From an optimization exercise on the open Yosys and OpenROAD flow, aimed at a short achievable clock period and few clock cycles per item; shortcuts taken in it are not production practice. RTL that was checked went through simulation tests only; none was proved equivalent to the original. The flow treats the clock pin as an ideal source, which a real chip does not have.

==> flow/design.v (excerpt) <==
module range_peak_phase_tracker #(
  parameter int NUM_BINS    = 32,
  parameter int RING_DEPTH  = 64,
  parameter int SAMPLE_BITS = 24,
  parameter int ANGLE_BITS  = 16
) (
  input  logic                                     clk,
  input  logic                                     rst_n,
  input  logic                                     in_valid,
  output logic                                     in_ready,
  input  logic                                     in_req_type,
  input  logic signed [SAMPLE_BITS-1:0]            in_bin_re,
  input  logic signed [SAMPLE_BITS-1:0]            in_bin_im,
  input  logic                                     in_last_bin,
  input  logic [rpt_pkg::RD_IDX_W-1:0]             in_read_index,
  output logic                                     out_valid,
  input  logic                                     out_ready,
  output logic                                     out_kind,
  output logic                                     out_target_found,
  output logic [rpt_pkg::PEAK_BIN_W-1:0]           out_peak_bin,
  output logic signed [ANGLE_BITS-1:0]             out_peak_phase,
  output logic signed [rpt_pkg::PHASE_W-1:0]       out_unwrapped_phase,
  output logic [$clog2(RING_DEPTH+1)-1:0]          out_samples_held,
  output logic                                     out_analysis_due,
  output logic signed [rpt_pkg::PHASE_W-1:0]       out_read_data,
  input  logic                                     cfg_valid,
  output logic                                     cfg_ready,
  input  logic [rpt_pkg::CFG_IDX_W-1:0]            cfg_index,
  input  logic [rpt_pkg::MAG_CFG_W-1:0]            cfg_data
);
==> flow/config.mk <==
export PLATFORM = sky130hd
export DESIGN_NAME = range_peak_phase_tracker
export DESIGN_NICKNAME = range_peak_phase_tracker
export VERILOG_FILES = /design/flow/design.v
export SDC_FILE = /design/flow/constraint.sdc
export NUM_CORES = 4
export LEC_CHECK = 0
export ABC_CLOCK_PERIOD_IN_PS = 2000
export CAP_MARGIN = 20
export CORE_MARGIN = 2
export CORE_UTILIZATION = 40
export SLEW_MARGIN = 20
==> flow/constraint.sdc <==
create_clock -name core_clock -period 12.0 [get_ports {clk}]
set_input_delay 2.4000 -clock core_clock [delete_from_list [all_inputs] [get_ports {clk}]]
set_output_delay 2.4000 -clock core_clock [all_outputs]
set_load 0.01 [all_outputs]
standard.sh (not shown) runs the stock make flow with config.mk's settings and CLKGATE_MAP_FILE= SYNTH_SCRIPT=/design/flow/synth_recipe.tcl, a recipe that flattens the netlist after the stock synthesis.
==> flow/flow/run.sh <==
#!/bin/bash
# The standard layout (standard.sh, the standard flow's own ORFS run on the same config.mk
# and constraint.sdc), with repair_timing asked to leave a setup margin of
# REPAIR_MARGIN ns at the design's clock, so it keeps improving the worst
# paths well past the 12 ns period. The clock, SDC and every other step are
# unchanged. Full make output goes to standard.log in this folder.
set -euo pipefail
REPAIR_MARGIN=8.4
bash standard.sh SETUP_SLACK_MARGIN=$REPAIR_MARGIN finish > standard.log 2>&1
The first run completed without violations.
Testbench counts at the start, summed over its fixed seeds: cycles 12,928, items 575.
Next try:
- CORE_UTILIZATION: 40 -> 60
- PLACE_DENSITY: not set -> 0.7
What happened:
- final cell count shrinks by 9.9%
- design area drops by 1.6%
- flip-flop and latch count is unchanged
- routed wire length falls by 4.1%
- global-route usage went up by 7.9 points
- critical path depth is unchanged
- sequential share of layout area grows by 0.79 points
- worst setup slack improved by 0.14 ns

---

Another version of the RTL of range_peak_phase_tracker (not shown whole).
Size in the first run: roughly 24000 cells after synthesis, about 8500 flip-flops, about 190 I/O pins, ~0.33 sq mm of cells after synthesis.
==> flow/config.mk <==
export PLATFORM = sky130hd
export DESIGN_NAME = range_peak_phase_tracker
export DESIGN_NICKNAME = range_peak_phase_tracker
export VERILOG_FILES = /design/flow/design.v
export SDC_FILE = /design/flow/constraint.sdc
export NUM_CORES = 4
export LEC_CHECK = 0
export ABC_CLOCK_PERIOD_IN_PS = 2000
export CAP_MARGIN = 20
export CORE_MARGIN = 2
export CORE_UTILIZATION = 60
export CTS_CLUSTER_DIAMETER = 100
export CTS_CLUSTER_SIZE = 20
export PLACE_DENSITY = 0.7
export SLEW_MARGIN = 20
==> flow/constraint.sdc <==
create_clock -name core_clock -period 12.0 [get_ports {clk}]
set_input_delay 2.4000 -clock core_clock [delete_from_list [all_inputs] [get_ports {clk}]]
set_output_delay 2.4000 -clock core_clock [all_outputs]
set_load 0.01 [all_outputs]
==> flow/flow/run.sh <==
#!/bin/bash
set -euo pipefail
REPAIR_MARGIN=8.6
bash standard.sh SETUP_SLACK_MARGIN=$REPAIR_MARGIN POST_CTS_TCL=$PWD/flow/unroot.tcl finish > standard.log 2>&1
==> flow/flow/unroot.tcl <==
set block [ord::get_db_block]
set port_net [[$block findBTerm clk] getNet]
set loads [$port_net getITerms]
if {[llength $loads] == 1} {
  set a_pin [lindex $loads 0]
  set root [$a_pin getInst]
  set root_name [$root getName]
  set master [[$root getMaster] getName]
  set x_pin [$root findITerm X]
  set out_net [$x_pin getNet]
  set sinks {}
  foreach it [$out_net getITerms] {
    if {[$it getInst] != $root} { lappend sinks $it }
  }
  if {[string match "sky130_fd_sc_hd__clkbuf_*" $master] && [llength $sinks] <= 4
      && [llength [$out_net getBTerms]] == 0} {
    $a_pin disconnect
    $x_pin disconnect
    foreach it $sinks {
      $it disconnect
      $it connect $port_net
    }
    odb::dbInst_destroy $root
    odb::dbNet_destroy $out_net
    puts "unroot: bypassed $root_name ($master), clock port now drives [llength $sinks] pins"
  } else {
    puts "unroot: root $root_name ($master) drives [llength $sinks] pins, left in place"
  }
} else {
  puts "unroot: clock port drives [llength $loads] pins, left in place"
}
The baseline finished clean.
Testbench counts at the start, summed over its fixed seeds: cycles 12,912, items 575.
Change:
- CORE_UTILIZATION: 60 -> 72
- PLACE_DENSITY: 0.7 -> 0.8
Non-clock buffer count went down by 41. Wire length went up by 4.5%.
Change:
- CORE_UTILIZATION: 72 -> 60
- CTS_CLUSTER_DIAMETER: 100 -> default
- CTS_CLUSTER_SIZE: 20 -> default
- PLACE_DENSITY: 0.8 -> 0.7
Outcome:
- final area rises by 5.0%
- die area increases by 20%
- wire length went down by 2.1%
- non-clock buffer count rises by 35
- area after synthesis is unchanged
- final cell count went up by 6.7%
- clock skew climbs by 0.015 ns

---

Another version of the RTL of range_peak_phase_tracker (not shown whole).
Size: ~37,000 cells after synthesis, ~7,300 flip-flops, about 190 I/O pins.
export LEC_CHECK = 0
export ABC_CLOCK_PERIOD_IN_PS = 3000
export CAP_MARGIN = 20
export CORE_MARGIN = 2
export CORE_UTILIZATION = 40
export SLEW_MARGIN = 20
create_clock -name core_clock -period 12.0 [get_ports {clk}]
run.sh (not shown) runs the stock make flow with config.mk's settings and CLKGATE_MAP_FILE= SYNTH_SCRIPT=/design/flow/synth_recipe.tcl, a recipe that flattens the netlist after the stock synthesis.
Stock flow here: none of the scripts above is used.
Then changed:
==> flow/flow/run.sh (new file) <==
#!/bin/bash
# The standard layout (standard.sh, the standard flow's own ORFS run on the same config.mk
# and constraint.sdc), with repair_timing asked to leave a setup margin of
# REPAIR_MARGIN ns at the design's clock, so it keeps improving the worst
# paths well past the 12 ns period. The clock, SDC and every other step are
# unchanged. Full make output goes to standard.log in this folder.
set -euo pipefail
REPAIR_MARGIN=8.4
bash standard.sh SETUP_SLACK_MARGIN=$REPAIR_MARGIN finish > standard.log 2>&1
==> flow/standard.sh (new file) <==
#!/bin/bash
# synth_recipe.tcl (not shown) runs the flow's synth.tcl, then flattens the netlist and writes it again
# the make line also repeats each setting of config.mk as NAME=value (left out here)
make -C /OpenROAD-flow-scripts/flow DESIGN_CONFIG=/design/flow/config.mk WORK_HOME=/design/flow/orfs CLKGATE_MAP_FILE= SYNTH_SCRIPT=/design/flow/synth_recipe.tcl "${@:-finish}"
ABC_CLOCK_PERIOD_IN_PS = 2000   (was 3000)
removed: flow/run.sh
Result:
- The changed run ran to the end with no violations
- utilization goes up by 6.0 points
- cell area rose by about 14%
- routed wire length rose by 11%
- sequential share of layout area decreases by 4.6 points
- non-clock buffer count went up by 3096
- flip-flop and latch count stays the same
No run of this note included a check of the RTL's function; only the layout flow was run.

---

range_peak_phase_tracker, a different RTL version from the one above (not shown whole).
Size in the first run: about 27000 cells after synthesis, ~350000 um2 of cells after synthesis.
Settings: LEC_CHECK=0, ABC_CLOCK_PERIOD_IN_PS=2000, CAP_MARGIN=20, CORE_MARGIN=2, CORE_UTILIZATION=60, PLACE_DENSITY=0.7, SLEW_MARGIN=20; clock period 12.0 ns.
standard.sh (not shown) runs the stock make flow with config.mk's settings and CLKGATE_MAP_FILE= SYNTH_SCRIPT=/design/flow/synth_recipe.tcl, a recipe that flattens the netlist after the stock synthesis.
==> flow/flow/run.sh <==
#!/bin/bash
# The standard layout (standard.sh, the standard flow's own ORFS run on the same config.mk
# and constraint.sdc), with repair_timing asked to leave a setup margin of
# REPAIR_MARGIN ns at the design's clock, so it keeps improving the worst
# paths well past the 12 ns period. The clock, SDC and every other step are
# unchanged. Full make output goes to standard.log in this folder.
set -euo pipefail
REPAIR_MARGIN=8.4
bash standard.sh SETUP_SLACK_MARGIN=$REPAIR_MARGIN finish > standard.log 2>&1
The baseline finished clean.
Testbench counts at the start, summed over its fixed seeds: cycles 12,904, items 575.
==> next run, changes <==
==> flow/flow/run.sh (replaced) <==
#!/bin/bash
set -euo pipefail
REPAIR_MARGIN=8.4
bash standard.sh SETUP_SLACK_MARGIN=$REPAIR_MARGIN POST_CTS_TCL=$PWD/flow/unroot.tcl finish > standard.log 2>&1
==> flow/flow/unroot.tcl (new file) <==
set block [ord::get_db_block]
set port_net [[$block findBTerm clk] getNet]
set loads [$port_net getITerms]
if {[llength $loads] == 1} {
  set a_pin [lindex $loads 0]
  set root [$a_pin getInst]
  set root_name [$root getName]
  set master [[$root getMaster] getName]
  set x_pin [$root findITerm X]
  set out_net [$x_pin getNet]
  set sinks {}
  foreach it [$out_net getITerms] {
    if {[$it getInst] != $root} { lappend sinks $it }
  }
  if {[string match "sky130_fd_sc_hd__clkbuf_*" $master] && [llength $sinks] <= 4
      && [llength [$out_net getBTerms]] == 0} {
    $a_pin disconnect
    $x_pin disconnect
    foreach it $sinks {
      $it disconnect
      $it connect $port_net
    }
    odb::dbInst_destroy $root
    odb::dbNet_destroy $out_net
    puts "unroot: bypassed $root_name ($master), clock port now drives [llength $sinks] pins"
  } else {
    puts "unroot: root $root_name ($master) drives [llength $sinks] pins, left in place"
  }
} else {
  puts "unroot: clock port drives [llength $loads] pins, left in place"
}
Outcome: The new run passed the timing, design-rule and antenna checks; first-iteration DRC count increases by 0.66%; via count stays flat; core utilization hardly moves; worst hold slack loses 11 ps; maximum frequency increases by 7.6%; non-clock buffer count increases by 1; count of clock-buffer cells in the layout decreases by 1; routed wire length is about the same.

static timing again, ports no longer ideal:
The flow's constraints put no driver on any port. The routed layouts listed below were extracted and timed again, unchanged, in two steps. Step 1 sets driving cells, clkbuf_16 on the clock port and buf_2 on the other inputs (assumed; they add their load-dependent delay and slew). Step 2 also shifts input and output timing later by t, the mid clock arrival at the registers, as if the neighbouring blocks saw the same clock. Slacks: ideal / step 1 / step 2; pairs: ideal / step 1.
| run | t (ns) | setup WS [ns] | hold slack, ns |
|---|---|---|---|
| the first run of note 1 | 1.254 | 7.695 / 7.544 / 8.235 | 0.282 / 0.282 / 0.282 |
| the second run of note 1 | 1.264 | 7.837 / 7.699 / 8.149 | 0.284 / 0.284 / 0.284 |
| the first run of note 2 | 1.008 | 8.313 / 8.078 / 7.910 | 0.282 / 0.283 / 0.283 |
| the second run of note 2 | 1.000 | 8.324 / 8.087 / 7.880 | 0.246 / 0.247 / 0.247 |
| the third run of note 2 | 1.073 | 8.201 / 7.966 / 7.830 | 0.260 / 0.261 / 0.261 |
| the first run of note 3 | 1.244 | 5.456 / 5.456 / 5.456 | 0.218 / 0.218 / 0.218 |
| the second run of note 3 | 1.252 | 7.158 / 7.158 / 7.158 | 0.225 / 0.225 / 0.225 |
| the first run of note 4 | 1.250 | 7.979 / 7.841 / 7.567 | 0.274 / 0.274 / 0.274 |
| the second run of note 4 | 1.081 | 8.264 / 8.018 / 7.554 | 0.263 / 0.265 / 0.265 |
After both steps every run listed still meets setup and hold. For the second run of note 4, which loses most, drivers alone change the setup slack by -0.246 ns; drivers and shift together by -0.710 ns.
